This is an optimization exercise on Yosys and OpenROAD, whose aim is small area, not a production implementation. The RTL was checked by simulation tests, not by an equivalence proof against the original design. Power and IR drop assume default switching activity. The flow treats the clock pin as an ideal source, which a real chip does not have.

$ cat design.v
module pe_rram_bs #(
  parameter int ROW   = 36,
  parameter int COL   = 16,
  parameter int XBITS = 4
) (
  input  logic                               i_clk,
  input  logic                               i_rst,
  input  logic [$clog2(ROW)-1:0]             addr_row,
  input  logic [$clog2(COL)-1:0]             addr_col,
  input  logic                               wr_en,
  input  logic                               wr_set,
  input  logic                               wr_rst,
  input  logic                               rd_en,
  output logic                               rd_data,
  output logic                               rd_valid,
  output logic                               cfg_err,
  input  logic [ROW*XBITS-1:0]               xin,
  input  logic                               in_valid,
  output logic                               in_ready,
  output logic [COL*($clog2(ROW+1)+XBITS)-1:0] acc_out,
  output logic                               out_valid,
  input  logic                               out_ready,
  output logic                               busy
);
  localparam int ACC_W = $clog2(ROW + 1) + XBITS;
  localparam int P_W   = (XBITS > 1) ? $clog2(XBITS) : 1;
  localparam int NX    = (XBITS > 1) ? XBITS - 1 : 1;
  logic                 r_plane;
  logic                 r_done;
  logic [ROW-1:0]       r_cell [COL];
  logic [ROW-1:0]       r_w;             
  logic [ROW-1:0]       r_x [NX];        
  logic [P_W-1:0]       r_p;
  logic [ACC_W-1:0]     r_acc [COL];
  logic                 r_rd_data;
  logic                 r_rd_valid;
  logic                 r_cfg_err;
  logic                 w_idle;
  logic                 w_accept;
  logic                 w_last;
  logic [ROW-1:0]       w_first;         
  logic [ROW-1:0]       w_rem;
  logic [ROW-1:0]       w_dec;           
  logic [ROW-1:0]       w_h;             
  logic [ROW-1:0]       w_rs;            
  logic [COL-1:0]       w_cs;            
  logic                 w_wdata;
  logic [COL-1:0]       w_bit;           
  logic [XBITS-1:0]     w_inj;           
  assign w_idle   = !r_plane && !r_done;
  assign in_ready = w_idle && !wr_en && !rd_en;
  assign w_accept = in_valid && in_ready;
  assign busy     = !w_idle;
  assign out_valid = r_done;
  always_comb begin
    logic seen;
    seen = 1'b0;
    for (int r = 0; r < ROW; r++) begin
      w_first[r] = r_w[r] && !seen;
      seen       = seen || r_w[r];
    end
  end
  assign w_rem  = r_w & ~w_first;
  assign w_last = (w_rem == '0);
  always_comb begin
    for (int r = 0; r < ROW; r++) w_dec[r] = (addr_row == r);
  end
  assign w_h     = r_plane ? w_first : w_dec;
  assign w_rs    = (wr_en && w_idle && (wr_set ^ wr_rst)) ? w_dec : '0;
  assign w_wdata = wr_set && !i_rst;
  always_comb begin
    for (int c = 0; c < COL; c++) begin
      w_cs[c]  = i_rst || (addr_col == c);
      w_bit[c] = |(r_cell[c] & w_h);
    end
  end
  always_comb begin
    for (int k = 0; k < XBITS; k++) w_inj[k] = r_plane && (r_p == k);
  end
  always_ff @(posedge i_clk) begin
    for (int c = 0; c < COL; c++)
      for (int r = 0; r < ROW; r++)
        if ((w_rs[r] || i_rst) && w_cs[c]) r_cell[c][r] <= w_wdata;
  end
  always_ff @(posedge i_clk) begin
    for (int c = 0; c < COL; c++) begin
      logic cy;
      logic [ACC_W-1:0] s;
      cy = 1'b0;
      for (int k = 0; k < ACC_W; k++) begin
        logic ci;
        ci   = cy;
        if (k < XBITS) ci = ci || (w_bit[c] && w_inj[k]);
        s[k] = r_acc[c][k] ^ ci;
        cy   = r_acc[c][k] && ci;
      end
      r_acc[c] <= w_idle ? '0 : s;
    end
  end
  always_ff @(posedge i_clk) begin
    if (w_idle) begin
      for (int r = 0; r < ROW; r++) begin
        r_w[r] <= xin[r*XBITS + XBITS - 1];
        for (int k = 0; k < NX; k++) r_x[k][r] <= xin[r*XBITS + k];
      end
    end else if (r_plane) begin
      if (w_last) begin
        r_w <= r_x[NX-1];
        for (int k = NX - 1; k > 0; k--) r_x[k] <= r_x[k-1];
      end else begin
        r_w <= w_rem;
      end
    end
  end
  always_ff @(posedge i_clk) begin
    if (i_rst) begin
      r_plane    <= 1'b0;
      r_done     <= 1'b0;
      r_rd_valid <= 1'b0;
      r_cfg_err  <= 1'b0;
    end else begin
      r_rd_valid <= w_idle && rd_en;
      r_cfg_err  <= !w_idle && (wr_en || rd_en);
      if (w_accept) begin
        r_plane <= 1'b1;
      end else if (r_plane && w_last && (r_p == '0)) begin
        r_plane <= 1'b0;
        r_done  <= 1'b1;
      end else if (r_done && out_ready) begin
        r_done  <= 1'b0;
      end
    end
  end
  always_ff @(posedge i_clk) begin
    if (w_idle) r_p <= P_W'(XBITS - 1);
    else if (r_plane && w_last) r_p <= r_p - P_W'(1);
  end
  always_ff @(posedge i_clk) begin
    r_rd_data <= w_bit[addr_col];
  end
  assign rd_data  = r_rd_data;
  assign rd_valid = r_rd_valid;
  assign cfg_err  = r_cfg_err;
  for (genvar c = 0; c < COL; c++) begin : g_acc
    assign acc_out[c*ACC_W +: ACC_W] = r_acc[c];
  end
endmodule
$ cat constraint.sdc
create_clock -name core_clock -period 10.0 [get_ports {i_clk}]
set_input_delay 2.0000 -clock core_clock [delete_from_list [all_inputs] [get_ports {i_clk}]]
set_output_delay 2.0000 -clock core_clock [all_outputs]
set_load 0.01 [all_outputs]
$ cat run.sh
#!/bin/bash
# synth_recipe.tcl (not shown) runs the flow's synth.tcl, then flattens the netlist and writes it again
# the make line also repeats each setting of config.mk as NAME=value (left out here)
make -C /OpenROAD-flow-scripts/flow DESIGN_CONFIG=/design/flow/config.mk WORK_HOME=/design/flow/orfs CLKGATE_MAP_FILE= SYNTH_SCRIPT=/design/flow/synth_recipe.tcl finish
$ cat config.mk
export PLATFORM = sky130hd
export DESIGN_NAME = pe_rram_bs
export DESIGN_NICKNAME = pe_rram_bs
export VERILOG_FILES = /design/flow/design.v
export SDC_FILE = /design/flow/constraint.sdc
export NUM_CORES = 4
export LEC_CHECK = 0
export ABC_AREA = 1
export CAP_MARGIN = 20
export CORE_MARGIN = 2
export CORE_UTILIZATION = 40
export SLEW_MARGIN = 20
==> impl_metrics.tcl, run 1 <==
set metrics [dict create \
    cts_setup_buffers 0 \
    ys_types 48 \
    r2r_cells 32 \
    ff2ff_setup_slack_ns 3.01 \
    cts_sinks 887 \
    placed_area_mm2 0.0438 \
    relSlewSlack_pct 25.0 \
    outcome "no timing/DRC/antenna violations" \
    grt_pass1_vias 26200 \
    drv_slew 0 \
    leakage_nw 18.7 \
    ant_nets 0 \
    die_y_um 315 \
    setup_tns_ns 0 \
    cts.htree.levels 3 \
    clk_latency_ns 0.68 \
    final_area_mm2 0.0472 \
    layout.nets 4456 \
    grt_max_degree 275 \
    utilization_pct 48.9 \
    dp_hpwl_mm 64.0 \
    reg2reg_from "r_plane" \
    wl_mm 97.1 \
    synth_area_per_cell_um2 10.1 \
    ys_warn_count 4 \
    power_mw 8.66 \
    clockBufferDepth 3 \
    crit_path_end "r_acc[11][9]" \
    ys_top_cells_by_count "nor2_1, nand2_1, edfxtp_1" \
    start_util_pct 40.2 \
    drc 0 \
    cts_made_buffers 96 \
    period_share_pct 82.5 \
    netlist_area_mm2 0.0388 \
    hold_buffers 0 \
    required_ns 10.55 \
    clockPowerShare_pct 42.5 \
    regToRegEndpoint "r_acc[11][9]" \
    synth_edf_count 720 \
    syn_inst 3837 \
    root_buffer "clkbuf_16" \
    die_x_um 315 \
    crit_arrival_ns 8.80 \
    hold_viol_final 0 \
    ir_drop_uv 179 \
    worst_slew_pin_slew_ns 1.12 \
    synth-main-ff-cell "edfxtp_1" \
    syn-num-nets 4147 \
    finalWorstSetupSlack_ns 1.75 \
    dr.pass1.iters 6 \
    end_kind "flip-flop" \
    dpl_worst_slack_ns 1.01 \
    p_comb_share_pct 7.6 \
    pwr_density_cell_mw_per_mm2 184 \
    min_from "r_x[0][24]" \
    grt_use_total_pct 19.3 \
    crit_type "in2reg" \
    rows 114 \
    yosysTopAreaCell "edfxtp_1" \
    grt_pass1_wl_mm 149 \
    cp_common_cell "ha_1" \
    swShare_pct 23.2 \
    clk_pin_slew_worst_paths_ns 0.06 \
    path_max_fanout 13 \
    start_kind "primary input" \
    max-cap-violations 0 \
    layout-drive-gt1-share_pct 7.19 \
    cts_tree "built" \
    vias_per_cell 4.92 \
    power.internal_mw 6.65 \
    avgRoutedWirePerCell_um 17.6 \
    syn_to_final_growth_pct 21.6 \
    ys_seq_elements 887 \
    cts_resized 0 \
    cp_slowest_stage_delay_ns 0.50 \
    cpMaxStageDelayCell "clkdlybuf4s50_1" \
    yosys.cell_count.top_type "nor2_1" \
    async_flop_share_pct 0 \
    synth_top_area_share_pct 55.7 \
    gr-total-overflow 0 \
    ios 328 \
    fin_skew_ns 0.0344 \
    ys_seq_area_share_pct 64.3 \
    drt_iter0_drc 2204 \
    power_switching_mw 2.01 \
    vias 27100 \
    yosys-top-cells-area "edfxtp_1, dfxtp_1, nor2_1" \
    hold_path.class "reg2reg" \
    period_needed_ns 8.25 \
    rsz0062_at_grt "no" \
    antenna_found_initial 3 \
    die_area_mm2 0.0995 \
    crit_start "addr_row[5]" \
    gp_congestion 0.852 \
    io_buffer_count 327 \
    max_clock_freq_mhz 121 \
    core_area_mm2 0.0964 \
    final-setup-viol-count 0 \
    pwr-share-seq_pct 49.9 \
]
[through the flow]
step                      instances  hold WS [ns]
after floorplan                3837         0.471
after CTS                      5500         0.500
final                          5507         0.496
after global placement         5318         0.491
after detailed placement       5320         0.494
after global routing           5507         0.522
[worst min-delay path by stage]
stage                        endpoint  slack [ns]  depth (start not counted)
after global routing       r_x[1][27]        0.52                          2
after floorplan                r_p[0]        0.47                          1
after detailed placement   r_x[1][18]        0.49                          2
after CTS                  r_x[1][24]        0.50                          2
final                      r_x[1][24]        0.50                          2
after global placement    r_acc[5][9]        0.49                          2
[cell families after synthesis]
family / share of synthesized area (%)
AO/OA/AOI/OAI: 6.12
buffers and inverters: 5.34
XOR/XNOR: 0.384
AND/OR/NAND/NOR: 19.0
flip-flops: 64.3
adder cells (fa/ha/maj): 4.77
[state kept, by name, indices dropped and copies added, names as in the netlist, 2 cells and up]
signal / flops
r_x: 108
r_acc: 160
r_p: 2
r_w: 36
r_cell: 576
[layer usage]
layer	global-route usage (%)	wire, µm	part of all wire [%]
met2	33.5	48700	50
met1	24.3	39700	41
met5	0	12	0.012
met4	6.07	2710	2.8
met3	3.77	5950	6.1
[placed cells by master, fill, tap and decap left out, drive strengths merged, types with 53 or more instances in the layout]
| cell | netlist | final |
|---|---|---|
| nor2 | 888 | 888 |
| nand2 | 802 | 802 |
| edfxtp | 720 | 720 |
| inv | 352 | 353 |
| clkdlybuf4s50 | 0 | 326 |
| a21oi | 198 | 198 |
| dfxtp | 167 | 167 |
| ha | 148 | 148 |
| clkbuf | 167 | 110 |
| o21ai | 85 | 85 |
| buf | 20 | 72 |
| nand3 | 64 | 64 |
| nand4 | 61 | 61 |
| clkinv | 2 | 53 |
[power groups by stage]
stage                     clock network (mW)  logic, mW  registers (mW)
after global placement                     0      0.645            4.39
after detailed placement                   0      0.658            4.40
after global routing                    3.89      0.733            4.35
final                                   3.68      0.656            4.32
after CTS                               3.75      0.661            4.32
after floorplan                            0      0.386            4.39
[area by class of cell]
cell class / count / area [µm²]
Antenna cell: 3 / 7.51
Clock buffer: 110 / 2480
Clock inverter: 70 / 815
Fill cell: 8908 / 49200
Inverter: 354 / 1330
Multi-Input combinational cell: 2409 / 12100
Sequential cell: 887 / 25000
Tap cell: 1276 / 1600
Timing Repair Buffer: 398 / 3920
[worst max-delay path, delay by kind of cell]
family                     cells  cell delay [ns]
and+or+nand+nor               15             2.18
buffers and inverters          4             1.43
adders and majority gates      9             1.73
AOI/OAI and AO/OA              6             1.29
xor gates and xnor gates       1             0.16
==> run 2: changes to the inputs <==
--- a/design.v
+++ b/design.v
@@ -42,2 +42,3 @@
   logic [ROW-1:0]       w_rem;
+  logic [ROW-1:0]       w_next;          
   logic [ROW-1:0]       w_dec;           
@@ -99,15 +100,16 @@
   end
+  always_comb begin
+    w_next = r_x[0];
+    for (int k = 1; k < NX; k++) if (r_p == P_W'(k + 1)) w_next = r_x[k];
+  end
+  always_ff @(posedge i_clk) begin
+    if (w_idle)
+      for (int r = 0; r < ROW; r++)
+        for (int k = 0; k < NX; k++) r_x[k][r] <= xin[r*XBITS + k];
+  end
   always_ff @(posedge i_clk) begin
     if (w_idle) begin
-      for (int r = 0; r < ROW; r++) begin
-        r_w[r] <= xin[r*XBITS + XBITS - 1];
-        for (int k = 0; k < NX; k++) r_x[k][r] <= xin[r*XBITS + k];
-      end
-    end else if (r_plane) begin
-      if (w_last) begin
-        r_w <= r_x[NX-1];
-        for (int k = NX - 1; k > 0; k--) r_x[k] <= r_x[k-1];
-      end else begin
-        r_w <= w_rem;
-      end
+      for (int r = 0; r < ROW; r++) r_w[r] <= xin[r*XBITS + XBITS - 1];
+    end else begin
+      r_w <= w_last ? w_next : w_rem;
     end
==> flow/run.sh (new file) <==
#!/bin/bash
# Standard ORFS layout with two changes: the port buffers are the smallest
# buffer cell (the ports drive/see tiny loads), and CTS clusters more sinks
# per clkbuf_16 and inserts no dummy loads.
set -euo pipefail
CTS="-sink_clustering_enable -repair_clock_nets -dont_use_dummy_load"
CTS="$CTS -buf_list sky130_fd_sc_hd__clkbuf_16 -sink_clustering_size 30 -sink_clustering_max_diameter 100"
bash standard.sh finish \
  "BUFFER_PORTS_ARGS=-buffer_cell sky130_fd_sc_hd__buf_1" \
  "CTS_ARGS=$CTS" > make.log 2>&1
==> standard.sh (new file) <==
#!/bin/bash
# synth_recipe.tcl (not shown) runs the flow's synth.tcl, then flattens the netlist and writes it again
# the make line also repeats each setting of config.mk as NAME=value (left out here)
make -C /OpenROAD-flow-scripts/flow DESIGN_CONFIG=/design/flow/config.mk WORK_HOME=/design/flow/orfs CLKGATE_MAP_FILE= SYNTH_SCRIPT=/design/flow/synth_recipe.tcl "${@:-finish}"
removed: run.sh
==> impl_metrics.tcl, run 2 <==
set metrics [dict create \
    outcome "no timing/DRC/antenna violations" \
    drc 0 \
    rows 113 \
    ir_drop_uv 114 \
    cts_setup_buffers 0 \
    netlist_area_mm2 0.0382 \
    gp_congestion 0.861 \
    synth_edf_count 684 \
    root_buffer "clkbuf_16" \
    syn_inst 3764 \
    grt_pass1_wl_mm 149 \
    end_kind "flip-flop" \
    cp_common_cell "ha_1" \
    core_area_mm2 0.0947 \
    required_ns 10.47 \
    period_share_pct 79.5 \
    clk_latency_ns 0.63 \
    fillers 9132 \
    final_common_cell "nor2_1" \
    syn_to_final_growth_pct 10.2 \
    wl_mm 98.7 \
    pwr_density_cell_mw_per_mm2 158 \
    cts_resized 0 \
    power_mw 6.63 \
    crit_arrival_ns 8.42 \
    hold_buffers 0 \
    avgRoutedWirePerCell_um 18.8 \
    largest_register_ffs 576 \
    cpMaxStageDelayCell "o21bai_2" \
    ios 328 \
    ys_seq_area_share_pct 64.5 \
    cp_slowest_stage_delay_ns 0.72 \
    vias_per_cell 5.09 \
    cts_tree "built" \
    hold_path.class "reg2reg" \
    path_max_fanout 16 \
    regMostFlops "r_cell" \
    n_antenna_cell 0 \
    max-cap-violations 0 \
    path_buf_inv 3 \
    worst_slew_pin_slew_ns 1.15 \
    crit_family "compound AO/OA/AOI/OAI gates" \
    rsz0062_at_grt "no" \
    final-setup-viol-count 0 \
    dr.pass1.iters 6 \
    yosys.cell_count.top_type "nor2_1" \
    antenna_found_initial 5 \
    yosys-top-cells-area "edfxtp_1, dfxtp_1, nor2_1" \
    async_flop_share_pct 0 \
    gr-total-overflow 0 \
    cts_sinks 887 \
    setup_tns_ns 0 \
    instances_no_fill 5262 \
    clk_pin_slew_worst_paths_ns 0.11 \
    die_y_um 313 \
    ant_nets 0 \
    cts_made_buffers 36 \
    leakage_nw 15.9 \
    io_buffer_count 327 \
    synth_area_per_cell_um2 10.1 \
    dp_hpwl_mm 66.8 \
    drt_iter0_drc 2524 \
    max_clock_freq_mhz 126 \
    clockBufferDepth 3 \
    utilization_pct 44.4 \
    syn-num-nets 4074 \
    layout.nets 4309 \
    ys_seq_elements 887 \
    drv_slew 0 \
    synth_top_area_share_pct 53.8 \
    synth-main-ff-cell "edfxtp_1" \
    cts.htree.levels 2 \
    hold_viol_final 0 \
    crit_type "in2reg" \
    relSlewSlack_pct 23.5 \
    placed_cells 5222 \
    period_needed_ns 7.95 \
    vias 26800 \
    die_x_um 313 \
    ys_warn_count 4 \
    start_kind "primary input" \
    ys_types 44 \
    grt_pass1_vias 25200 \
    layout-drive-gt1-share_pct 4.55 \
    grt_use_total_pct 19.7 \
    grt_max_degree 251 \
    final_cell_mix "nor2_1, nand2_1, edfxtp_1" \
    die_area_mm2 0.0979 \
    yosysTopAreaCell "edfxtp_1" \
    ys_top_cells_by_count "nor2_1, nand2_1, edfxtp_1" \
    start_util_pct 40.3 \
    fin_skew_ns 0.0718 \
]
run 2: cell types whose count changed after synthesis, sizes merged, moves of 9 or more:
cell	before	now
nand2	802	687
nand3	64	149
dfxtp	167	203
edfxtp	720	684
nand4	61	34
a21o	21	0
o21bai	28	49
o21ai	85	65
inv	352	335
a21oi	198	207
and3	0	9
run 2: worst paths after layout:
kind	start	endpoint	slack (ns)	cells past startpoint
setup / recovery	addr_row[5]	r_acc[7][9]	2.05	34
hold / removal	r_acc[8][9]	r_acc[8][9]	0.52	2
setup reg to reg	r_w[0]	r_acc[13][9]	3.30	36
hold reg to reg	r_acc[8][9]	r_acc[8][9]	0.52	2
run 2: kinds of logic after synthesis:
kind of cell / after synthesis / share of synthesized area (%)
xor+xnor: 17 / 0.390
fa+ha+maj: 148 / 4.85
flops: 887 / 64.5
compound gates: 394 / 5.98
simple gates: 1793 / 19.1
buf+inv: 525 / 5.26
run 2: layer usage:
layer / vias to the layer above / track usage (%) / wire (µm)
met5: - / 0 / 69
met4: 10 / 5.33 / 2590
met3: 143 / 3.44 / 6330
met2: 744 / 33.6 / 48100
met1: 13000 / 25.9 / 41700
li1: 12900 / - / -
run 2: stage by stage:
stage | instance area [µm²] | hold WS, ns | setup WS (ns)
finish | 42000 | 0.519 | 2.05
global route | 42000 | 0.553 | 1.55
CTS | 41900 | 0.527 | 2.07
detailed placement | 41000 | 0.497 | 1.40
global placement | 41000 | 0.482 | 1.56
floorplan | 38200 | 0.466 | 1.83
run 2: where the power goes:
part,internal (mW),switching [mW]
clock,0.655,1.09
combinational,0.159,0.442
sequential,4.21,0.0632
run 2: worst reg2reg max path: cells and delay by family, from the launching register on:
family	cells	cell delay, ns
simple gates	17	2.45
fa+ha+maj	9	1.74
compound gates	7	1.23
flops	1	0.53
buf+inv	2	0.49
xor+xnor	1	0.15
run 2: final cells by class:
class | instances | area (µm²) | share of cell area, %
tap | 1265 | 1580 | 3.76
timing repair buffer | 385 | 1770 | 4.22
multi-input combinational | 2352 | 11900 | 28.3
clock buffer | 36 | 901 | 2.14
inverter | 337 | 1260 | 3.01
sequential | 887 | 24600 | 58.5
==> run 3: changes to the inputs <==
==> flow/run.sh (replaced) <==
#!/bin/bash
# Standard ORFS layout with three changes:
#  - synthesis is the standard flow's own script, except that ABC maps the logic with
#    flow/area.abc (two rounds of choice computation and area-recovering
#    &nf mapping) instead of ORFS's area script; flops are mapped before ABC
#    runs, so the registers are exactly the standard synthesis's;
#  - the port buffers are the smallest buffer cell;
#  - CTS clusters up to 30 sinks per clkbuf_16 and inserts no dummy loads.
# Each tool's output goes to the ORFS logs under orfs/logs; make's own output
# goes to make.log here.
set -euo pipefail
HERE=$(pwd)
{
  head -n 1 synth_recipe.tcl
  echo "trace add variable ::abc_script write {apply {{n1 n2 op} {set ::abc_script $HERE/flow/area.abc}}}"
  tail -n +2 synth_recipe.tcl
} > my_synth.tcl
CTS="-sink_clustering_enable -repair_clock_nets -dont_use_dummy_load"
CTS="$CTS -buf_list sky130_fd_sc_hd__clkbuf_16 -sink_clustering_size 30 -sink_clustering_max_diameter 100"
bash standard.sh finish \
  "SYNTH_SCRIPT=$HERE/my_synth.tcl" \
  "BUFFER_PORTS_ARGS=-buffer_cell sky130_fd_sc_hd__buf_1" \
  "CTS_ARGS=$CTS" > make.log 2>&1
==> flow/area.abc (new file) <==
strash
&get -n
&dch -f
&nf -R 1000
&put
strash
&get -n
&dch -f
&nf -R 1000
&put
topo
==> impl_metrics.tcl, run 3 <==
set metrics [dict create \
    syn_to_final_growth_pct 14.0 \
    yosys.cell_count.top_type "edfxtp_1" \
    die_area_mm2 0.0911 \
    finalWorstSetupSlack_ns 0.807 \
    end_kind "flip-flop" \
    die_x_um 302 \
    vias 24100 \
    root_buffer "clkbuf_16" \
    regMostFlops "r_cell" \
    grt_max_degree 192 \
    ant_nets 0 \
    netlist_area_mm2 0.0355 \
    crit_family "simple AND/OR/NAND/NOR gates" \
    layout-drive-gt1-share_pct 6.44 \
    setup_tns_ns 0 \
    final_cell_mix "edfxtp_1, nor2_1, buf_1" \
    ys_seq_elements 887 \
    crit_arrival_ns 9.74 \
    dpl_worst_slack_ns 0.323 \
    cts_tree "built" \
    rsz0062_at_grt "no" \
    hold_path.class "reg2reg" \
    multiInputGateArea_mm2 0.0113 \
    leakage_nw 14.0 \
    cts_made_buffers 36 \
    max_clock_freq_mhz 109 \
    path_buf_inv 3 \
    seq_area_mm2 0.0246 \
    drv_slew 0 \
    yosys-top-cells-area "edfxtp_1, dfxtp_1, nor2_1" \
    drc 0 \
    syn-num-nets 3009 \
    power_mw 6.61 \
    avgRoutedWirePerCell_um 22.7 \
    die_y_um 302 \
    path_max_fanout 16 \
    cp_slowest_stage_delay_ns 0.40 \
    cts_sinks 887 \
    final_area_mm2 0.0405 \
    synth_edf_count 684 \
    layout.nets 3478 \
    vias_per_cell 5.56 \
    max-cap-violations 0 \
    io_buffer_count 327 \
    grt_pass1_vias 23200 \
    ys_types 37 \
    worst_slew_pin_slew_ns 1.12 \
    rows 109 \
    gr-total-overflow 0 \
    synth_area_per_cell_um2 13.2 \
    yosysTopAreaCell "edfxtp_1" \
    clk_pin_slew_worst_paths_ns 0.12 \
    outcome "no timing/DRC/antenna violations" \
    largest_register_ffs 576 \
    crit_type "reg2reg" \
    fin_skew_ns 0.0608 \
    clockBufferDepth 3 \
    async_flop_share_pct 0 \
    placed_area_mm2 0.0393 \
    ys_top_cells_by_count "edfxtp_1, nor2_1, dfxtp_1" \
    final_common_cell "edfxtp_1" \
    dp_hpwl_mm 67.1 \
    cp_common_cell "ha_1" \
    placed_cells 4288 \
    hold_buffers 0 \
    cpMaxStageDelayCell "or3_1" \
    ir_drop_uv 145 \
    period_share_pct 91.9 \
    ys_warn_count 4 \
    pwr_density_cell_mw_per_mm2 163 \
    final-setup-viol-count 0 \
    grt_use_total_pct 21.3 \
    ys_seq_area_share_pct 69.3 \
    hold_viol_final 0 \
    relSlewSlack_pct 25.3 \
    clk_latency_ns 0.61 \
    drt_iter0_drc 2645 \
    syn_inst 2699 \
    core_area_mm2 0.0881 \
    synth-main-ff-cell "edfxtp_1" \
    cts.htree.levels 2 \
    synth_top_area_share_pct 57.9 \
    dr.pass1.iters 6 \
    instances_no_fill 4339 \
    gp_congestion 0.872 \
    period_needed_ns 9.19 \
    fillers 8241 \
    required_ns 10.54 \
    antenna_found_initial 10 \
    ios 328 \
    start_util_pct 40.3 \
    start_kind "flip-flop" \
    wl_mm 98.5 \
    grt_pass1_wl_mm 147 \
]
-- run 3: cell count changes in the layout (fill, tap and decap cells not counted), sizes merged, moves of 48 or more --
cell,previous run,this run
a222oi,0,53
inv,335,1
a22oi,1,103
nand2,687,128
and2,2,144
a21oi,207,104
nor2,887,673
a221oi,15,72
buf,383,431
nand3,149,27
-- run 3: final timing paths --
path | slack (ns) | cells after the start | start | endpoint
setup / recovery | 0.81 | 43 | r_w[1] | r_acc[5][9]
setup reg to reg | 0.81 | 43 | r_w[1] | r_acc[5][9]
hold reg to reg | 0.46 | 1 | r_acc[3][9] | r_acc[3][9]
hold / removal | 0.46 | 1 | r_acc[3][9] | r_acc[3][9]
-- run 3: timing repair --
item | in CTS | in global routing
gates resized for setup | 0 | 9
buffers inserted | 0 | 2
setup endpoints to repair | 0 | 68
endpoints found under the hold margin | 0 | 0
-- run 3: where the power goes --
group	internal (mW)	switching (mW)	total [mW]
Combinational	0.173	0.409	0.582
Clock	0.655	1.09	1.74
Sequential	4.21	0.0697	4.28
Total	5.04	1.57	6.61
-- run 3: per-layer routing --
layer	wire length (µm)	vias up	GRT usage, %
met5	23	-	0
met4	1880	4	4.66
met3	5780	108	2.29
met2	50100	690	37.9
met1	40700	12200	28.0
li1	-	11200	-
-- run 3: area by class of cell --
class | count | area share [%]
flip-flops and latches | 887 | 60.8
multi-input cells | 1808 | 27.9
repair buffers | 431 | 5.34
well taps | 1165 | 3.60
clock buffers | 36 | 2.23
inverters | 4 | 0.0495
diodes | 8 | 0.0495
-- run 3: through the flow --
step	utilization [%]	hold slack [ns]
5_1_grt	45.9	0.489
2_1_floorplan	-	0.487
3_3_place_gp	44.6	0.439
4_1_cts	45.7	0.460
3_5_place_dp	44.6	0.443
6_report	45.9	0.457
-- run 3: cells by family after synthesis --
group / after synthesis / synth area share, %
buf+inv: 4 / 0.0423
flops: 887 / 69.3
fa+ha+maj: 148 / 5.22
compound gates: 546 / 11.2
simple gates: 1077 / 13.2
mux: 36 / 1.02
xor+xnor: 1 / 0.0247
==> run 4: changes to the inputs <==
--- a/design.v
+++ b/design.v
@@ -27,2 +27,5 @@
   localparam int NX    = (XBITS > 1) ? XBITS - 1 : 1;
+  localparam bit SH_LO  = (XBITS > 1) && (COL <= ROW);
+  localparam bit SH_TOP = SH_LO && (2*COL <= ROW) &&
+                          (ROW * ((1 << XBITS) - 2) < (1 << (ACC_W - 1)));
   logic                 r_plane;
@@ -33,3 +36,7 @@
   logic [P_W-1:0]       r_p;
-  logic [ACC_W-1:0]     r_acc [COL];
+  logic [ACC_W-1:0]     r_acc [COL];     
+  logic [ACC_W-1:0]     w_acc [COL];     
+  logic [ACC_W-1:0]     w_sum [COL];     
+  logic [NX-1:0]        w_live;          
+  logic [NX-1:0]        w_enter;         
   logic                 r_rd_data;
@@ -57,3 +64,3 @@
     logic seen;
-    seen = 1'b0;
+    seen = !r_plane;
     for (int r = 0; r < ROW; r++) begin
@@ -68,3 +75,3 @@
   end
-  assign w_h     = r_plane ? w_first : w_dec;
+  assign w_h     = w_first | (r_plane ? '0 : w_dec);
   assign w_rs    = (wr_en && w_idle && (wr_set ^ wr_rst)) ? w_dec : '0;
@@ -85,6 +92,15 @@
   end
-  always_ff @(posedge i_clk) begin
+  function automatic bit f_shared(input int c, input int k);
+    f_shared = (SH_LO && k < NX) || (SH_TOP && k == ACC_W - 1);
+  endfunction
+  always_comb begin
+    for (int c = 0; c < COL; c++)
+      for (int k = 0; k < ACC_W; k++)
+        if (SH_LO && k < NX)               w_acc[c][k] = r_x[k][c];
+        else if (SH_TOP && k == ACC_W - 1) w_acc[c][k] = r_x[0][COL + c];
+        else                               w_acc[c][k] = r_acc[c][k];
+  end
+  always_comb begin
     for (int c = 0; c < COL; c++) begin
       logic cy;
-      logic [ACC_W-1:0] s;
       cy = 1'b0;
@@ -94,7 +110,17 @@
         if (k < XBITS) ci = ci || (w_bit[c] && w_inj[k]);
-        s[k] = r_acc[c][k] ^ ci;
-        cy   = r_acc[c][k] && ci;
+        w_sum[c][k] = w_acc[c][k] ^ ci;
+        cy          = w_acc[c][k] && ci;
       end
-      r_acc[c] <= w_idle ? '0 : s;
     end
+  end
+  always_comb begin
+    for (int k = 0; k < NX; k++) begin
+      w_live[k]  = r_plane && (r_p <= P_W'(k));
+      w_enter[k] = r_plane && w_last && (r_p == P_W'(k + 1));
+    end
+  end
+  always_ff @(posedge i_clk) begin
+    for (int c = 0; c < COL; c++)
+      for (int k = 0; k < ACC_W; k++)
+        if (!f_shared(c, k)) r_acc[c][k] <= w_idle ? 1'b0 : w_sum[c][k];
   end
@@ -105,5 +131,13 @@
   always_ff @(posedge i_clk) begin
-    if (w_idle)
-      for (int r = 0; r < ROW; r++)
-        for (int k = 0; k < NX; k++) r_x[k][r] <= xin[r*XBITS + k];
+    for (int k = 0; k < NX; k++)
+      for (int r = 0; r < ROW; r++) begin
+        if (w_idle) r_x[k][r] <= xin[r*XBITS + k];
+        else if (SH_LO && r < COL) begin
+          if (w_live[k])       r_x[k][r] <= w_sum[r][k];
+          else if (w_enter[k]) r_x[k][r] <= 1'b0;
+        end else if (SH_TOP && k == 0 && r >= COL && r < 2*COL) begin
+          if (w_live[0])       r_x[0][r] <= w_sum[r-COL][ACC_W-1];
+          else if (w_enter[0]) r_x[0][r] <= 1'b0;
+        end
+      end
   end
@@ -146,3 +180,3 @@
   for (genvar c = 0; c < COL; c++) begin : g_acc
-    assign acc_out[c*ACC_W +: ACC_W] = r_acc[c];
+    assign acc_out[c*ACC_W +: ACC_W] = w_acc[c];
   end
--- a/flow/run.sh
+++ b/flow/run.sh
@@ -1,7 +1,9 @@
 #!/bin/bash
-# Standard ORFS layout with three changes:
+# Standard ORFS layout with these changes:
 #  - synthesis is the standard flow's own script, except that ABC maps the logic with
-#    flow/area.abc (two rounds of choice computation and area-recovering
-#    &nf mapping) instead of ORFS's area script; flops are mapped before ABC
-#    runs, so the registers are exactly the standard synthesis's;
+#    flow/area.abc (two rounds of choice computation and area-recovering &nf
+#    mapping) instead of ORFS's area script. Flops are mapped before ABC runs,
+#    so the registers are exactly the standard synthesis's. Yosys's
+#    full/half-adder extraction is skipped (ADDER_MAP_FILE empty) so that ABC
+#    maps the accumulators' incrementers together with their clear logic;
 #  - the port buffers are the smallest buffer cell;
@@ -21,2 +23,3 @@
   "SYNTH_SCRIPT=$HERE/my_synth.tcl" \
+  "ADDER_MAP_FILE=" \
   "BUFFER_PORTS_ARGS=-buffer_cell sky130_fd_sc_hd__buf_1" \
==> flow/area.abc (replaced) <==
strash
&get -n
&dch -f
&nf -C 32 -R 2000
&put
strash
&get -n
&dch -f
&nf -C 32 -R 2000
&put
topo
==> impl_metrics.tcl, run 4 <==
set metrics [dict create \
    cp_slowest_stage_delay_ns 0.40 \
    grt_use_total_pct 24.7 \
    cpMaxStageDelayCell "or3_1" \
    final_area_mm2 0.0384 \
    antenna_found_initial 10 \
    reg2reg_from "r_w[0]" \
    syn_to_final_growth_pct 12.5 \
    synth_compound_area_share_pct 14.6 \
    cts_sinks 823 \
    crit_type "reg2reg" \
    setup_tns_ns 0 \
    cts_made_buffers 35 \
    crit_family "simple AND/OR/NAND/NOR gates" \
    regMostFlops "r_cell" \
    synth_xor_area_share_pct 0.923 \
    outcome "no timing/DRC/antenna violations" \
    r2r_cells 40 \
    final_common_cell "nor2_1" \
    hold_viol_final 0 \
    synthMuxAreaShare_pct 0 \
    whs_ns 0.479 \
    synth_edf_count 684 \
    holdPathStages 1 \
    path_depth 40 \
    end_kind "flip-flop" \
    root_buffer "clkbuf_16" \
    power_switching_mw 1.58 \
    clockPowerShare_pct 26.2 \
    ys_warn_count 6 \
    start_kind "flip-flop" \
    syn-num-nets 3013 \
    ys_top_cells_by_count "nor2_1, edfxtp_1, o21ai_0" \
    worst_slew_pin_slew_ns 1.26 \
    netlist_area_mm2 0.0342 \
    async_flop_share_pct 0 \
    highest_layer "met5" \
    dr.pass1.iters 6 \
    p_comb_share_pct 9.7 \
    grt_max_degree 301 \
    drt-met1-wl_mm 44.2 \
    cts.htree.levels 2 \
    start_util_pct 40.2 \
    largest_register_ffs 576 \
    period_share_pct 90.6 \
    rsz0062_at_grt "no" \
    gr-total-overflow 0 \
    utilization_pct 45.3 \
    placed_cells 4350 \
    drt_iter0_drc 3181 \
    dp_hpwl_mm 73.8 \
    die_area_mm2 0.0878 \
    wl_mm 112 \
    vias_per_cell 5.88 \
    ios 328 \
    die_y_um 296 \
    grt_pass1_wl_mm 160 \
    drc 0 \
    syn_inst 2851 \
    crit_start "r_w[0]" \
    crit_arrival_ns 9.40 \
    drv_slew 0 \
    clk_latency_ns 0.60 \
    synth_top_family_by_area "compound AO/OA/AOI/OAI gates" \
    max-cap-violations 0 \
    clk_pin_slew_worst_paths_ns 0.11 \
    multiInputGateArea_mm2 0.0106 \
    ant_nets 0 \
    synth_top_area_share_pct 60.1 \
    final_cell_mix "nor2_1, edfxtp_1, buf_1" \
    seq_area_mm2 0.0233 \
    final-setup-viol-count 0 \
    instances_no_fill 4395 \
    required_ns 10.33 \
    synth-main-ff-cell "edfxtp_1" \
    clockBufferDepth 3 \
    ys_seq_elements 823 \
    yosys-top-cells-area "edfxtp_1, dfxtp_1, nor2_1" \
    regToRegEndpoint "r_x[0][21]" \
    ys_types 38 \
    synth-simple-area-share_pct 14.5 \
    yosys.cell_count.top_type "nor2_1" \
    cp_common_cell "nand2b_1" \
    ir_drop_uv 112 \
    fin_skew_ns 0.0600 \
    layout.nets 3408 \
    yosys.area_share.adder_pct 0 \
    cts_tree "built" \
    path_max_fanout 9 \
    die_x_um 296 \
    wl_met2_mm 51.9 \
    ff2ff_setup_slack_ns 0.94 \
    rows 107 \
    power.internal_mw 4.77 \
    io_buffer_count 327 \
    avgRoutedWirePerCell_um 25.4 \
    max_clock_freq_mhz 110 \
    core_area_mm2 0.0849 \
    swShare_pct 24.9 \
    pwr-share-seq_pct 64.1 \
    yosysTopAreaCell "edfxtp_1" \
    crit_path_end "r_x[0][21]" \
    relSlewSlack_pct 15.3 \
    layout-drive-gt1-share_pct 5.64 \
    leakage_nw 12.4 \
    vias 25800 \
    synth_area_per_cell_um2 12.0 \
    gp_congestion 0.972 \
    grt_pass1_vias 23800 \
    ys_seq_area_share_pct 68.3 \
    fillers 7976 \
    met3_length_mm 10.7 \
    pwr_density_cell_mw_per_mm2 165 \
    period_needed_ns 9.06 \
    hold_path.class "reg2reg" \
    placed_area_mm2 0.0374 \
    path_buf_inv 1 \
]
-- run 4: cell types whose count changed after synthesis, sizes merged, moves of 45 or more --
| cell | before | now |
|---|---|---|
| ha | 148 | 0 |
| o21ai | 55 | 196 |
| dfxtp | 203 | 139 |
| and2 | 144 | 37 |
| a22oi | 103 | 178 |
| nand2 | 128 | 173 |
| buf | 0 | 64 |
| o21bai | 48 | 0 |
-- run 4: through the flow --
stage | setup slack [ns] | total power [mW]
after floorplan | 1.11 | 4.47
after global placement | 1.36 | 4.74
after detailed placement | 0.976 | 4.75
after CTS | 0.936 | 6.36
after global routing | 0.104 | 6.54
final | 0.937 | 6.35
-- run 4: what timing repair did --
item	CTS	global route
gates resized for setup	0	1
hold buffers	0	0
setup endpoints to repair	0	3
buffers inserted	0	0
-- run 4: worst min path at each step --
stage	start	endpoint	slack, ns
after floorplan	acc_out[108]	acc_out[108]	0.48
after global placement	acc_out[118]	acc_out[118]	0.46
after detailed placement	acc_out[68]	acc_out[68]	0.46
after CTS	acc_out[148]	acc_out[148]	0.48
after global routing	acc_out[28]	acc_out[28]	0.50
final	acc_out[148]	acc_out[148]	0.48
-- run 4: power groups by stage --
stage	clock (mW)	combinational [mW]	sequential (mW)
2_1_floorplan	0	0.354	4.12
3_3_place_gp	0	0.597	4.14
3_5_place_dp	0	0.607	4.15
4_1_cts	1.69	0.609	4.07
5_1_grt	1.78	0.665	4.09
6_report	1.66	0.618	4.07
-- run 4: kinds of logic after synthesis --
logic type,Yosys count
DFF,823
and+or+nand+nor,1161
xor gates and xnor gates,36
AOI/OAI and AO/OA,738
buffers and inverters,93
-- run 4: worst register-to-register path: cells and delay by family (launching register included) --
family	cells	cell delay (ns)
compound gates	6	0.86
xor+xnor	1	0.14
buf+inv	1	0.27
flops	1	0.34
simple gates	32	7.18
-- run 4: cell type report --
cell class	count	share of cell area, %
diodes	7	0.0456
flip-flops and latches	823	60.7
inverters	29	0.296
well taps	1144	3.72
clock buffers	35	2.28
multi-input cells	1935	27.6
repair buffers	422	5.38
-- run 4: per-layer routing --
metal  GRT usage (%)  up-vias
met5               0        -
met3            4.81      218
li1                -    11600
met1            32.7    12800
met2            39.9     1235
met4            10.2        8
==> run 5: changes to the inputs <==
--- a/design.v
+++ b/design.v
@@ -30,2 +30,13 @@
                           (ROW * ((1 << XBITS) - 2) < (1 << (ACC_W - 1)));
+  function automatic logic f_sel(input logic [ROW-1:0] v, input logic [ROW-1:0] h);
+    logic [ROW-1:0] t;
+    logic g;
+    t = v & h;
+    f_sel = 1'b0;
+    for (int i = 0; i < ROW; i += 3) begin
+      g = 1'b0;
+      for (int j = i; j < i + 3 && j < ROW; j++) g = g | t[j];
+      f_sel = f_sel | g;
+    end
+  endfunction
   logic                 r_plane;
@@ -81,3 +92,3 @@
       w_cs[c]  = i_rst || (addr_col == c);
-      w_bit[c] = |(r_cell[c] & w_h);
+      w_bit[c] = f_sel(r_cell[c], w_h);
     end
==> impl_metrics.tcl, run 5 <==
set metrics [dict create \
    antenna_found_initial 7 \
    die_y_um 295 \
    die_x_um 295 \
    yosys.cell_count.top_type "nor2_1" \
    min_from "acc_out[148]" \
    ys_seq_area_share_pct 68.8 \
    fillers 7639 \
    yosysTopAreaCell "edfxtp_1" \
    period_share_pct 89.6 \
    ys_warn_count 6 \
    path_buf_inv 2 \
    die_area_mm2 0.0871 \
    avgRoutedWirePerCell_um 26.4 \
    worst_slew_pin_slew_ns 1.21 \
    final_common_cell "nor2_1" \
    yosys-top-cells-area "edfxtp_1, dfxtp_1, nor2_1" \
    layout-drive-gt1-share_pct 5.66 \
    max-cap-violations 0 \
    relSlewSlack_pct 19.6 \
    ios 328 \
    ff2ff_setup_slack_ns 1.04 \
    vias_per_cell 6.08 \
    root_buffer "clkbuf_16" \
    async_flop_share_pct 0 \
    rows 106 \
    drt_iter0_drc 3984 \
    largest_register_ffs 576 \
    path_max_fanout 16 \
    crit_start "r_w[0]" \
    io_buffer_count 327 \
    dr.pass1.iters 12 \
    cts_setup_buffers 0 \
    outcome "no timing/DRC/antenna violations" \
    grt_max_degree 349 \
    syn-num-nets 2857 \
    cpMaxStageDelayCell "or3_1" \
    clockBufferDepth 3 \
    netlist_area_mm2 0.0339 \
    gp_congestion 0.893 \
    grt_pass1_wl_mm 159 \
    max_clock_freq_mhz 112 \
    clk_pin_slew_worst_paths_ns 0.11 \
    required_ns 10.33 \
    ir_drop_uv 125 \
    period_needed_ns 8.96 \
    final-setup-viol-count 0 \
    layout.nets 3236 \
    vias 25600 \
    drc 0 \
    ys_top_cells_by_count "nor2_1, edfxtp_1, a222oi_1" \
    placed_cells 4166 \
    synth_top_area_share_pct 60.6 \
    synth-main-ff-cell "edfxtp_1" \
    dp_hpwl_mm 73.3 \
    cts_resized 0 \
    ys_types 38 \
    grt_use_total_pct 24.5 \
    cp_common_cell "nand2b_1" \
    cp_slowest_stage_delay_ns 0.41 \
    fin_skew_ns 0.0657 \
    ys_seq_elements 823 \
    hold_buffers 0 \
    regMostFlops "r_cell" \
    regToRegEndpoint "r_x[0][21]" \
    syn_to_final_growth_pct 12.2 \
    core_area_mm2 0.0838 \
    cts_tree "built" \
    grt_pass1_vias 24000 \
    setup_tns_ns 0 \
    synth_edf_count 684 \
    wl_mm 111 \
    instances_no_fill 4211 \
    ant_nets 0 \
    cts_made_buffers 35 \
    pwr_density_cell_mw_per_mm2 168 \
    hold_viol_final 0 \
    rsz0062_at_grt "no" \
    gr-total-overflow 0 \
    syn_inst 2695 \
    drv_slew 0 \
    crit_arrival_ns 9.29 \
    start_util_pct 40.5 \
    end_kind "flip-flop" \
    clk_latency_ns 0.63 \
    synth_area_per_cell_um2 12.6 \
    hold_path.class "reg2reg" \
    cts.htree.levels 2 \
    r2r_cells 38 \
    cts_sinks 823 \
    leakage_nw 12.1 \
    crit_type "reg2reg" \
    start_kind "flip-flop" \
    path_depth 38 \
    crit_path_end "r_x[0][21]" \
    final_cell_mix "nor2_1, edfxtp_1, buf_1" \
    crit_family "simple AND/OR/NAND/NOR gates" \
    reg2reg_from "r_w[0]" \
]
[run 5: cell types whose count changed in the layout (fill, tap and decap cells not counted), sizes merged, moves of 35 or more]
cell,delta
nand3,-42
a22oi,-172
o21ai,-40
a222oi,+127
a22o,+35
nand2,-47
[run 5: routing by layer]
| metal | wire, µm | GRT usage (%) | up-vias |
|---|---|---|---|
| li1 | - | - | 11200 |
| met1 | 42300 | 31.3 | 12800 |
| met2 | 52800 | 40.9 | 1349 |
| met3 | 11100 | 4.59 | 191 |
| met4 | 4860 | 10.4 | 8 |
| met5 | 53 | 0 | - |
[run 5: final cells by class]
| type | count | area, µm² | share of cell area, % |
|---|---|---|---|
| clock buffers | 35 | 876 | 2.30 |
| well taps | 1134 | 1420 | 3.73 |
| diodes | 5 | 12.5 | 0.0329 |
| multi-input cells | 1785 | 10400 | 27.4 |
| repair buffers | 406 | 1920 | 5.03 |
| flip-flops and latches | 823 | 23300 | 61.3 |
| inverters | 23 | 91.3 | 0.240 |
[run 5: where the power goes]
part	leakage [nW]	total [mW]	switching, mW	internal (mW)
Combinational	4.36	0.655	0.461	0.194
Clock	0.431	1.65	1.01	0.635
Sequential	7.33	4.07	0.103	3.97
Total	12.1	6.38	1.58	4.80
[run 5: worst min path at each step]
stage,to,cells past startpoint
after floorplan,acc_out[108],1
after global placement,acc_out[88],1
after detailed placement,acc_out[128],1
after CTS,acc_out[128],1
after global routing,acc_out[118],1
final,acc_out[148],1
[run 5: kinds of logic (layout without fill, tap and decap cells)]
group	after synthesis	after routing	synth area share [%]
xor gates and xnor gates	47	47	1.21
and+or+nand+nor	1084	1084	13.8
other	0	5	0
DFF	823	823	68.8
AOI/OAI and AO/OA	654	654	14.5
buffers and inverters	87	464	1.67
[run 5: through the flow]
| step | utilization (%) | area (µm²) | setup WS, ns | power [mW] | hold slack [ns] |
|---|---|---|---|---|---|
| after floorplan | - | 33900 | 0.481 | 4.50 | 0.484 |
| after global placement | 44.2 | 37000 | 1.63 | 4.76 | 0.453 |
| after detailed placement | 44.2 | 37000 | 1.22 | 4.79 | 0.466 |
| after CTS | 45.2 | 37900 | 1.22 | 6.39 | 0.489 |
| after global routing | 45.4 | 38100 | 0.179 | 6.57 | 0.508 |
| final | 45.4 | 38100 | 1.04 | 6.38 | 0.483 |
[run 5: worst register-to-register path, delay by kind of cell, from the launching register on]
family                 cells  cell delay [ns]
AO/OA/AOI/OAI              5             0.76
XOR/XNOR                   1             0.12
buffers and inverters      2             0.46
flip-flops                 1             0.35
AND/OR/NAND/NOR           30             7.04
==> run 6: changes to the inputs <==
--- a/design.v
+++ b/design.v
@@ -46,5 +46,5 @@
   logic [ROW-1:0]       r_x [NX];        
+  logic [ROW-1:0]       w_x [NX];        
   logic [P_W-1:0]       r_p;
   logic [ACC_W-1:0]     r_acc [COL];     
-  logic [ACC_W-1:0]     w_acc [COL];     
   logic [ACC_W-1:0]     w_sum [COL];     
@@ -103,11 +103,8 @@
   end
-  function automatic bit f_shared(input int c, input int k);
-    f_shared = (SH_LO && k < NX) || (SH_TOP && k == ACC_W - 1);
-  endfunction
   always_comb begin
-    for (int c = 0; c < COL; c++)
-      for (int k = 0; k < ACC_W; k++)
-        if (SH_LO && k < NX)               w_acc[c][k] = r_x[k][c];
-        else if (SH_TOP && k == ACC_W - 1) w_acc[c][k] = r_x[0][COL + c];
-        else                               w_acc[c][k] = r_acc[c][k];
+    for (int k = 0; k < NX; k++)
+      for (int r = 0; r < ROW; r++)
+        if (SH_LO && r < COL)                              w_x[k][r] = r_acc[r][k];
+        else if (SH_TOP && k == 0 && r >= COL && r < 2*COL) w_x[k][r] = r_acc[r-COL][ACC_W-1];
+        else                                               w_x[k][r] = r_x[k][r];
   end
@@ -121,4 +118,4 @@
         if (k < XBITS) ci = ci || (w_bit[c] && w_inj[k]);
-        w_sum[c][k] = w_acc[c][k] ^ ci;
-        cy          = w_acc[c][k] && ci;
+        w_sum[c][k] = r_acc[c][k] ^ ci;
+        cy          = r_acc[c][k] && ci;
       end
@@ -135,7 +132,17 @@
       for (int k = 0; k < ACC_W; k++)
-        if (!f_shared(c, k)) r_acc[c][k] <= w_idle ? 1'b0 : w_sum[c][k];
+        if (SH_LO && k < NX) begin
+          if (w_idle)          r_acc[c][k] <= xin[c*XBITS + k];
+          else if (w_live[k])  r_acc[c][k] <= w_sum[c][k];
+          else if (w_enter[k]) r_acc[c][k] <= 1'b0;
+        end else if (SH_TOP && k == ACC_W - 1) begin
+          if (w_idle)          r_acc[c][k] <= xin[(COL + c)*XBITS];
+          else if (w_live[0])  r_acc[c][k] <= w_sum[c][k];
+          else if (w_enter[0]) r_acc[c][k] <= 1'b0;
+        end else begin
+          r_acc[c][k] <= w_idle ? 1'b0 : w_sum[c][k];
+        end
   end
   always_comb begin
-    w_next = r_x[0];
-    for (int k = 1; k < NX; k++) if (r_p == P_W'(k + 1)) w_next = r_x[k];
+    w_next = w_x[0];
+    for (int k = 1; k < NX; k++) if (r_p == P_W'(k + 1)) w_next = w_x[k];
   end
@@ -143,12 +150,5 @@
     for (int k = 0; k < NX; k++)
-      for (int r = 0; r < ROW; r++) begin
-        if (w_idle) r_x[k][r] <= xin[r*XBITS + k];
-        else if (SH_LO && r < COL) begin
-          if (w_live[k])       r_x[k][r] <= w_sum[r][k];
-          else if (w_enter[k]) r_x[k][r] <= 1'b0;
-        end else if (SH_TOP && k == 0 && r >= COL && r < 2*COL) begin
-          if (w_live[0])       r_x[0][r] <= w_sum[r-COL][ACC_W-1];
-          else if (w_enter[0]) r_x[0][r] <= 1'b0;
-        end
-      end
+      for (int r = 0; r < ROW; r++)
+        if (!((SH_LO && r < COL) || (SH_TOP && k == 0 && r >= COL && r < 2*COL)))
+          if (w_idle) r_x[k][r] <= xin[r*XBITS + k];
   end
@@ -191,3 +191,3 @@
   for (genvar c = 0; c < COL; c++) begin : g_acc
-    assign acc_out[c*ACC_W +: ACC_W] = w_acc[c];
+    assign acc_out[c*ACC_W +: ACC_W] = r_acc[c];
   end
==> impl_metrics.tcl, run 6 <==
set metrics [dict create \
    outcome "no timing/DRC/antenna violations" \
    vias 25700 \
    power_mw 6.37 \
    netlist_area_mm2 0.0333 \
    p_comb_share_pct 10.4 \
    drc 0 \
    power_switching_mw 1.59 \
    min_from "r_acc[0][8]" \
    ys_types 37 \
    syn_inst 2623 \
    pwr_density_cell_mw_per_mm2 168 \
    avgRoutedWirePerCell_um 26.9 \
    clockPowerShare_pct 25.6 \
    rows 105 \
    core_area_mm2 0.0822 \
    max_clock_freq_mhz 111 \
    cts_sinks 823 \
    regMostFlops "r_cell" \
    end_kind "flip-flop" \
    grt_pass1_vias 24200 \
    yosys-top-cells-area "edfxtp_1, dfxtp_1, nor2_1" \
    cpMaxStageDelayCell "or3_1" \
    final_common_cell "nor2_1" \
    ios 328 \
    hold_viol_final 0 \
    worst_slew_pin_slew_ns 1.21 \
    power.internal_mw 4.78 \
    syn_to_final_growth_pct 13.9 \
    clk_pin_slew_worst_paths_ns 0.11 \
    final_cell_mix "nor2_1, edfxtp_1, buf_1" \
    rsz0062_at_grt "no" \
    swShare_pct 24.9 \
    gp_congestion 0.937 \
    period_needed_ns 9.01 \
    die_y_um 292 \
    grt_max_degree 358 \
    synth-main-ff-cell "edfxtp_1" \
    cts.htree.levels 2 \
    start_util_pct 40.5 \
    crit_arrival_ns 9.36 \
    leakage_nw 12.1 \
    wl_mm 112 \
    hold_path.class "reg2reg" \
    antenna_found_initial 15 \
    syn-num-nets 2785 \
    cts_tree "built" \
    drv_slew 0 \
    cts_made_buffers 34 \
    max-cap-violations 0 \
    ys_warn_count 6 \
    ant_nets 0 \
    layout.nets 3228 \
    grt_pass1_wl_mm 161 \
    cp_common_cell "nand2b_1" \
    reg2reg_from "r_w[0]" \
    async_flop_share_pct 0 \
    fin_skew_ns 0.0622 \
    grt_use_total_pct 25.1 \
    crit_start "r_w[0]" \
    dp_hpwl_mm 73.6 \
    ys_seq_elements 823 \
    setup_tns_ns 0 \
    largest_register_ffs 576 \
    cp_slowest_stage_delay_ns 0.46 \
    layout-drive-gt1-share_pct 5.91 \
    ys_seq_area_share_pct 70.1 \
    die_x_um 292 \
    whs_ns 0.497 \
    die_area_mm2 0.0855 \
    pwr-share-seq_pct 64.1 \
    root_buffer "clkbuf_16" \
    clk_latency_ns 0.60 \
    start_kind "flip-flop" \
    dr.pass1.iters 9 \
    relSlewSlack_pct 19.3 \
    yosysTopAreaCell "edfxtp_1" \
    ir_drop_uv 98.6 \
    io_buffer_count 327 \
    required_ns 10.36 \
    synth_top_area_share_pct 61.7 \
    utilization_pct 46.1 \
    cts_setup_buffers 0 \
    yosys.cell_count.top_type "nor2_1" \
    drt_iter0_drc 3855 \
    gr-total-overflow 0 \
    synth_edf_count 684 \
    clockBufferDepth 3 \
    crit_type "reg2reg" \
    period_share_pct 90.1 \
    final-setup-viol-count 0 \
    vias_per_cell 6.19 \
    ys_top_cells_by_count "nor2_1, edfxtp_1, a222oi_1" \
    synth_area_per_cell_um2 12.7 \
    path_max_fanout 16 \
]
[run 6: cell count changes in the layout (fill, tap and decap cells not counted), moves of 13 or more]
| cell | before | now |
|---|---|---|
| o211ai_1 | 3 | 34 |
| nor3_1 | 64 | 34 |
| xnor2_1 | 42 | 29 |
| o21a_1 | 0 | 32 |
| a21oi_1 | 86 | 66 |
| o21ai_0 | 145 | 177 |
| o22a_1 | 27 | 0 |
| nand2_1 | 126 | 146 |
[run 6: area by class of cell]
| type | count | area (µm²) |
|---|---|---|
| antenna | 13 | 32.5 |
| sequential | 823 | 23300 |
| timing repair buffer | 407 | 1930 |
| multi-input combinational | 1782 | 10400 |
| fill | 7494 | 44300 |
| clock buffer | 34 | 851 |
| inverter | 18 | 70.1 |
| tap | 1070 | 1340 |
[run 6: path summary, 6_finish.rpt]
path	endpoint	slack (ns)	depth (start not counted)
min	r_acc[0][8]	0.50	1
min reg2reg	r_acc[0][8]	0.50	1
max reg2reg	r_acc[15][9]	0.99	37
max	r_acc[15][9]	0.99	37
[run 6: cell families (layout without fill, tap and decap cells)]
family,after synthesis,in the layout,share of synthesized area [%]
compound gates,678,678,15.1
xor+xnor,33,33,0.868
simple gates,1071,1071,13.8
flops,823,823,70.1
other cells,0,13,0
buf+inv,18,459,0.203
[run 6: stage by stage]
stage	setup slack, ns	cells	instance area (µm²)
after floorplan	0.0298	2623	33300
after global placement	1.13	4094	36800
after detailed placement	0.563	4096	36900
after CTS	0.553	4130	37700
after global routing	0.0727	4137	37900
final	0.992	4147	37900
[run 6: what timing repair did]
item | CTS | global route
resized for setup | 0 | 5
endpoints found under the hold margin | 0 | 0
hold buffers | 0 | 0
setup endpoints to repair | 0 | 38
[run 6: layer usage]
layer	track usage (%)	vias up	part of all wire [%]	wire length [µm]
met5	0	-	0.063	70
met4	11.3	10	4.8	5300
met3	5.35	224	11	12200
met2	40.6	1487	46	51900
met1	32.6	12700	38	42200
li1	-	11200	-	-
[run 6: power by group through the flow]
| stage | logic, mW | registers, mW | clock network [mW] |
|---|---|---|---|
| after detailed placement | 0.649 | 4.16 | 0 |
| after global routing | 0.705 | 4.10 | 1.75 |
| after global placement | 0.632 | 4.15 | 0 |
| final | 0.662 | 4.08 | 1.63 |
| after floorplan | 0.334 | 4.14 | 0 |
| after CTS | 0.652 | 4.08 | 1.65 |
[run 6: critical path, delay by kind of cell (launching register included)]
kind	cells	cell delay, ns
flops	1	0.35
compound gates	5	0.85
xor+xnor	1	0.12
buf+inv	1	0.26
simple gates	30	7.19
==> run 7: changes to the inputs <==
--- a/config.mk
+++ b/config.mk
@@ -8,5 +8,6 @@
 export ABC_AREA = 1
-export CAP_MARGIN = 20
+export CAP_MARGIN = 10
 export CORE_MARGIN = 2
-export CORE_UTILIZATION = 40
-export SLEW_MARGIN = 20
+export CORE_UTILIZATION = 65
+export PLACE_DENSITY = 0.75
+export SLEW_MARGIN = 10
==> impl_metrics.tcl, run 7 <==
set metrics [dict create \
    grt_use_total_pct 39.2 \
    syn_inst 2623 \
    crit_arrival_ns 9.45 \
    core_area_mm2 0.0504 \
    fillers 3471 \
    period_needed_ns 9.06 \
    grt_max_degree 305 \
    pwr_density_cell_mw_per_mm2 169 \
    ys_warn_count 6 \
    setup_tns_ns 0 \
    start_kind "flip-flop" \
    gp_congestion 0.989 \
    die_y_um 230 \
    ff2ff_setup_slack_ns 0.94 \
    hold_viol_final 0 \
    utilization_pct 73.7 \
    synth_compound_area_share_pct 15.1 \
    async_flop_share_pct 0 \
    ys_seq_area_share_pct 70.1 \
    dp_hpwl_mm 71.0 \
    yosys.area_share.adder_pct 0 \
    placed_area_mm2 0.0363 \
    vias_per_cell 6.94 \
    synthMuxAreaShare_pct 0 \
    largest_register_ffs 576 \
    synth-simple-area-share_pct 13.8 \
    synth-main-ff-cell "edfxtp_1" \
    yosys-top-cells-area "edfxtp_1, dfxtp_1, nor2_1" \
    syn_to_final_growth_pct 11.6 \
    ys_seq_elements 823 \
    power_mw 6.28 \
    cts_setup_buffers 0 \
    drc 0 \
    final_area_mm2 0.0371 \
    crit_type "reg2reg" \
    io_buffer_count 327 \
    yosys.cell_count.top_type "nor2_1" \
    synth_xor_area_share_pct 0.868 \
    grt_pass1_wl_mm 154 \
    ios 328 \
    clockBufferDepth 3 \
    antenna_found_initial 11 \
    ys_types 37 \
    die_area_mm2 0.0530 \
    final_common_cell "nor2_1" \
    die_x_um 230 \
    syn-num-nets 2785 \
    finalWorstSetupSlack_ns 0.943 \
    start_util_pct 66.1 \
    cts_sinks 823 \
    cp_slowest_stage_delay_ns 0.41 \
    hold_buffers 0 \
    final_cell_mix "nor2_1, edfxtp_1, buf_1" \
    synth_edf_count 684 \
    netlist_area_mm2 0.0333 \
    relSlewSlack_pct 8.22 \
    crit_path_end "r_acc[15][9]" \
    cpMaxStageDelayCell "or3_1" \
    rows 82 \
    max-cap-violations 0 \
    fin_skew_ns 0.0679 \
    dr.pass1.iters 10 \
    path_max_fanout 16 \
    cp_common_cell "nand2b_1" \
    regToRegEndpoint "r_acc[15][9]" \
    cts.htree.levels 1 \
    avgRoutedWirePerCell_um 28.3 \
    grt_pass1_vias 24100 \
    clk_pin_slew_worst_paths_ns 0.12 \
    cts_tree "built" \
    crit_start "r_w[0]" \
    max_clock_freq_mhz 110 \
    ys_top_cells_by_count "nor2_1, edfxtp_1, a222oi_1" \
    cts_made_buffers 31 \
    synth_area_per_cell_um2 12.7 \
    drv_slew 0 \
    vias 26000 \
    synth_top_family_by_area "compound AO/OA/AOI/OAI gates" \
    synth_top_area_share_pct 61.7 \
    rsz0062_at_grt "no" \
    required_ns 10.39 \
    regMostFlops "r_cell" \
    dpl_worst_slack_ns 0.420 \
    ir_drop_uv 183 \
    drt_iter0_drc 5011 \
    wl_mm 106 \
    outcome "no timing/DRC/antenna violations" \
    layout.nets 3223 \
    final-setup-viol-count 0 \
    clk_latency_ns 0.68 \
    layout-drive-gt1-share_pct 5.46 \
    end_kind "flip-flop" \
    period_share_pct 90.6 \
    root_buffer "clkbuf_16" \
    worst_slew_pin_slew_ns 1.38 \
    r2r_cells 37 \
    ant_nets 0 \
    hold_path.class "reg2reg" \
    yosysTopAreaCell "edfxtp_1" \
    leakage_nw 12.0 \
    gr-total-overflow 0 \
    reg2reg_from "r_w[0]" \
]
## run 7: worst min path at each step
stage / startpoint / endpoint / slack (ns) / cells past startpoint
2_1_floorplan: r_acc[0][8] / r_acc[0][8] / 0.48 / 1
3_3_place_gp: r_acc[12][8] / r_acc[12][8] / 0.45 / 1
3_5_place_dp: r_acc[2][8] / r_acc[2][8] / 0.46 / 1
4_1_cts: r_acc[2][8] / r_acc[2][8] / 0.49 / 1
5_1_grt: r_acc[9][8] / r_acc[9][8] / 0.52 / 1
6_report: r_acc[2][8] / r_acc[2][8] / 0.49 / 1
## run 7: cell type report
type	instances	area, µm²	share of cell area [%]
well taps	672	841	2.26
clock buffers	31	776	2.09
repair buffers	405	1830	4.93
inverters	18	70.1	0.189
flip-flops and latches	823	23300	62.8
diodes	8	20.0	0.0539
multi-input cells	1782	10300	27.7
## run 7: logic make-up (layout without fill, tap and decap cells)
logic type,count (synthesis),in the layout
flops,823,823
compound gates,678,678
simple gates,1071,1071
xor+xnor,33,33
buf+inv,18,454
other cells,0,8
## run 7: stage by stage
step	instances	hold slack, ns
final	3739	0.494
after global routing	3735	0.516
after CTS	3730	0.489
after detailed placement	3699	0.465
after global placement	3699	0.451
after floorplan	2623	0.484
## run 7: critical path, delay by kind of cell (launching register included)
kind,cells,cell delay [ns]
and+or+nand+nor,30,7.19
xor gates and xnor gates,1,0.14
buffers and inverters,1,0.22
DFF,1,0.34
AOI/OAI and AO/OA,5,0.95
## run 7: power by group
| part | total (mW) | switching [mW] | leakage (nW) | internal (mW) |
|---|---|---|---|---|
| Combinational | 0.653 | 0.465 | 4.30 | 0.188 |
| Sequential | 4.08 | 0.109 | 7.32 | 3.97 |
| Clock | 1.55 | 0.989 | 0.382 | 0.557 |
## run 7: per-layer routing
metal	GRT usage (%)	up-vias	part of all wire, %
li1	-	11200	-
met1	52.2	12600	35
met2	63.1	1925	47
met3	7.37	248	12
met4	18.0	10	5.2
met5	0	-	0.067
## run 7: timing repair
item / in CTS / in global routing
endpoints found under the setup margin: 0 / 45
endpoints found under the hold margin: 0 / 0
gates resized for setup: 0 / 5
==> run 8: changes to the inputs <==
--- a/flow/run.sh
+++ b/flow/run.sh
@@ -9,3 +9,3 @@
 #  - the port buffers are the smallest buffer cell;
-#  - CTS clusters up to 30 sinks per clkbuf_16 and inserts no dummy loads.
+#  - CTS clusters up to 26 sinks within 80 um per clkbuf_16 and inserts no dummy loads.
 # Each tool's output goes to the ORFS logs under orfs/logs; make's own output
@@ -20,3 +20,3 @@
 CTS="-sink_clustering_enable -repair_clock_nets -dont_use_dummy_load"
-CTS="$CTS -buf_list sky130_fd_sc_hd__clkbuf_16 -sink_clustering_size 30 -sink_clustering_max_diameter 100"
+CTS="$CTS -buf_list sky130_fd_sc_hd__clkbuf_16 -sink_clustering_size 26 -sink_clustering_max_diameter 80"
 bash standard.sh finish \
==> impl_metrics.tcl, run 8 <==
set metrics [dict create \
    hold_path.class "reg2reg" \
    antenna_found_initial 12 \
    utilization_pct 74.1 \
    cpMaxStageDelayCell "or3_1" \
    vias_per_cell 6.93 \
    final-setup-viol-count 0 \
    yosys-top-cells-area "edfxtp_1, dfxtp_1, nor2_1" \
    instances_no_fill 3749 \
    synth-main-ff-cell "edfxtp_1" \
    leakage_nw 12.1 \
    crit_arrival_ns 9.47 \
    clockBufferDepth 3 \
    gr-total-overflow 0 \
    end_kind "flip-flop" \
    clk_latency_ns 0.61 \
    hold_viol_final 0 \
    netlist_area_mm2 0.0333 \
    ys_seq_area_share_pct 70.1 \
    clk_pin_slew_worst_paths_ns 0.09 \
    drv_slew 0 \
    yosysTopAreaCell "edfxtp_1" \
    rsz0062_at_grt "no" \
    power.internal_mw 4.88 \
    ys_types 37 \
    max-cap-violations 0 \
    grt_pass1_wl_mm 155 \
    period_share_pct 91.3 \
    final_common_cell "nor2_1" \
    worst_slew_pin_slew_ns 1.28 \
    outcome "no timing/DRC/antenna violations" \
    synth_top_area_share_pct 61.7 \
    start_kind "flip-flop" \
    avgRoutedWirePerCell_um 28.3 \
    hold_buffers 0 \
    synth_area_per_cell_um2 12.7 \
    power_mw 6.47 \
    die_y_um 230 \
    gp_congestion 0.989 \
    cts_sinks 823 \
    ys_warn_count 6 \
    syn-num-nets 2785 \
    fin_skew_ns 0.0562 \
    rows 82 \
    clockPowerShare_pct 26.8 \
    wl_mm 106 \
    pwr-share-seq_pct 63.1 \
    dp_hpwl_mm 71.0 \
    cp_common_cell "nand2b_1" \
    crit_type "reg2reg" \
    core_area_mm2 0.0504 \
    die_area_mm2 0.0530 \
    largest_register_ffs 576 \
    period_needed_ns 9.13 \
    placed_cells 3699 \
    start_util_pct 66.1 \
    regMostFlops "r_cell" \
    pwr_density_cell_mw_per_mm2 173 \
    synth_edf_count 684 \
    p_comb_share_pct 10.1 \
    grt_pass1_vias 24400 \
    swShare_pct 24.6 \
    required_ns 10.35 \
    power_switching_mw 1.59 \
    layout-drive-gt1-share_pct 5.74 \
    die_x_um 230 \
    ir_drop_uv 190 \
    setup_tns_ns 0 \
    ios 328 \
    grt_max_degree 305 \
    ant_nets 0 \
    root_buffer "clkbuf_16" \
    max_clock_freq_mhz 110 \
    whs_ns 0.481 \
    dr.pass1.iters 7 \
    vias 26000 \
    async_flop_share_pct 0 \
    io_buffer_count 327 \
    relSlewSlack_pct 14.5 \
    syn_inst 2623 \
    layout.nets 3232 \
    syn_to_final_growth_pct 12.2 \
    drt_iter0_drc 4815 \
    drc 0 \
    cts_made_buffers 40 \
    ys_top_cells_by_count "nor2_1, edfxtp_1, a222oi_1" \
    ys_seq_elements 823 \
    cts.htree.levels 2 \
    grt_use_total_pct 39.6 \
    yosys.cell_count.top_type "nor2_1" \
    final_cell_mix "nor2_1, edfxtp_1, buf_1" \
    path_max_fanout 16 \
    cts_tree "built" \
    cp_slowest_stage_delay_ns 0.43 \
]
## run 8: power by group through the flow
stage | logic [mW] | registers [mW] | clock network, mW
after floorplan | 0.334 | 4.14 | 0
after global placement | 0.619 | 4.14 | 0
after detailed placement | 0.637 | 4.16 | 0
after CTS | 0.640 | 4.08 | 1.74
after global routing | 0.691 | 4.10 | 1.85
final | 0.654 | 4.08 | 1.74
## run 8: worst paths after layout
| kind | cells after the start | to | from | slack [ns] |
|---|---|---|---|---|
| min | 1 | r_acc[2][8] | r_acc[2][8] | 0.48 |
| max reg2reg | 37 | r_acc[15][9] | r_w[0] | 0.87 |
| max | 37 | r_acc[15][9] | r_w[0] | 0.87 |
| min reg2reg | 1 | r_acc[2][8] | r_acc[2][8] | 0.48 |
## run 8: area by class of cell
class / count / area (µm²)
diodes: 9 / 22.5
multi-input cells: 1782 / 10300
inverters: 18 / 70.1
fillers: 3455 / 13000
clock buffers: 40 / 1000
well taps: 672 / 841
repair buffers: 405 / 1830
flip-flops and latches: 823 / 23300
## run 8: metal layers
layer / GRT usage, % / vias up / share of wire (%)
li1: - / 11200 / -
met4: 19.9 / 10 / 5.9
met3: 7.97 / 276 / 12
met1: 52.2 / 12700 / 35
met2: 63.1 / 1820 / 47
met5: 0 / - / 0.066
## run 8: worst max-delay path, delay by kind of cell, from the launching register on
kind                      cells  cell delay (ns)
DFF                           1             0.33
buffers and inverters         1             0.20
xor gates and xnor gates      1             0.15
and+or+nand+nor              30             7.15
AOI/OAI and AO/OA             5             1.04
## run 8: cell families (layout without fill, tap and decap cells)
| group | count (synthesis) | in the layout | share of synthesized area (%) |
|---|---|---|---|
| AND/OR/NAND/NOR | 1071 | 1071 | 13.8 |
| XOR/XNOR | 33 | 33 | 0.868 |
| other | 0 | 9 | 0 |
| flip-flops | 823 | 823 | 70.1 |
| buffers and inverters | 18 | 463 | 0.203 |
| AO/OA/AOI/OAI | 678 | 678 | 15.1 |
## run 8: through the flow
stage / cell area, µm² / setup WS [ns]
detailed placement: 36300 / 0.420
global placement: 36300 / 0.944
floorplan: 33300 / 0.0298
CTS: 37300 / 0.431
global route: 37300 / 0.0311
finish: 37400 / 0.874
## run 8: what timing repair did
action                                  CTS  global route
gates resized for setup                   0             5
endpoints found under the setup margin    0            44
buffers inserted                          0             0

Check on run 8: ideal ports give 0.874 ns setup slack; a clkbuf_16 on the clock port and buf_2 on the inputs give 0.874 ns; moving port delays by the midpoint clock arrival (0.647 ns) as well gives 0.874 ns.
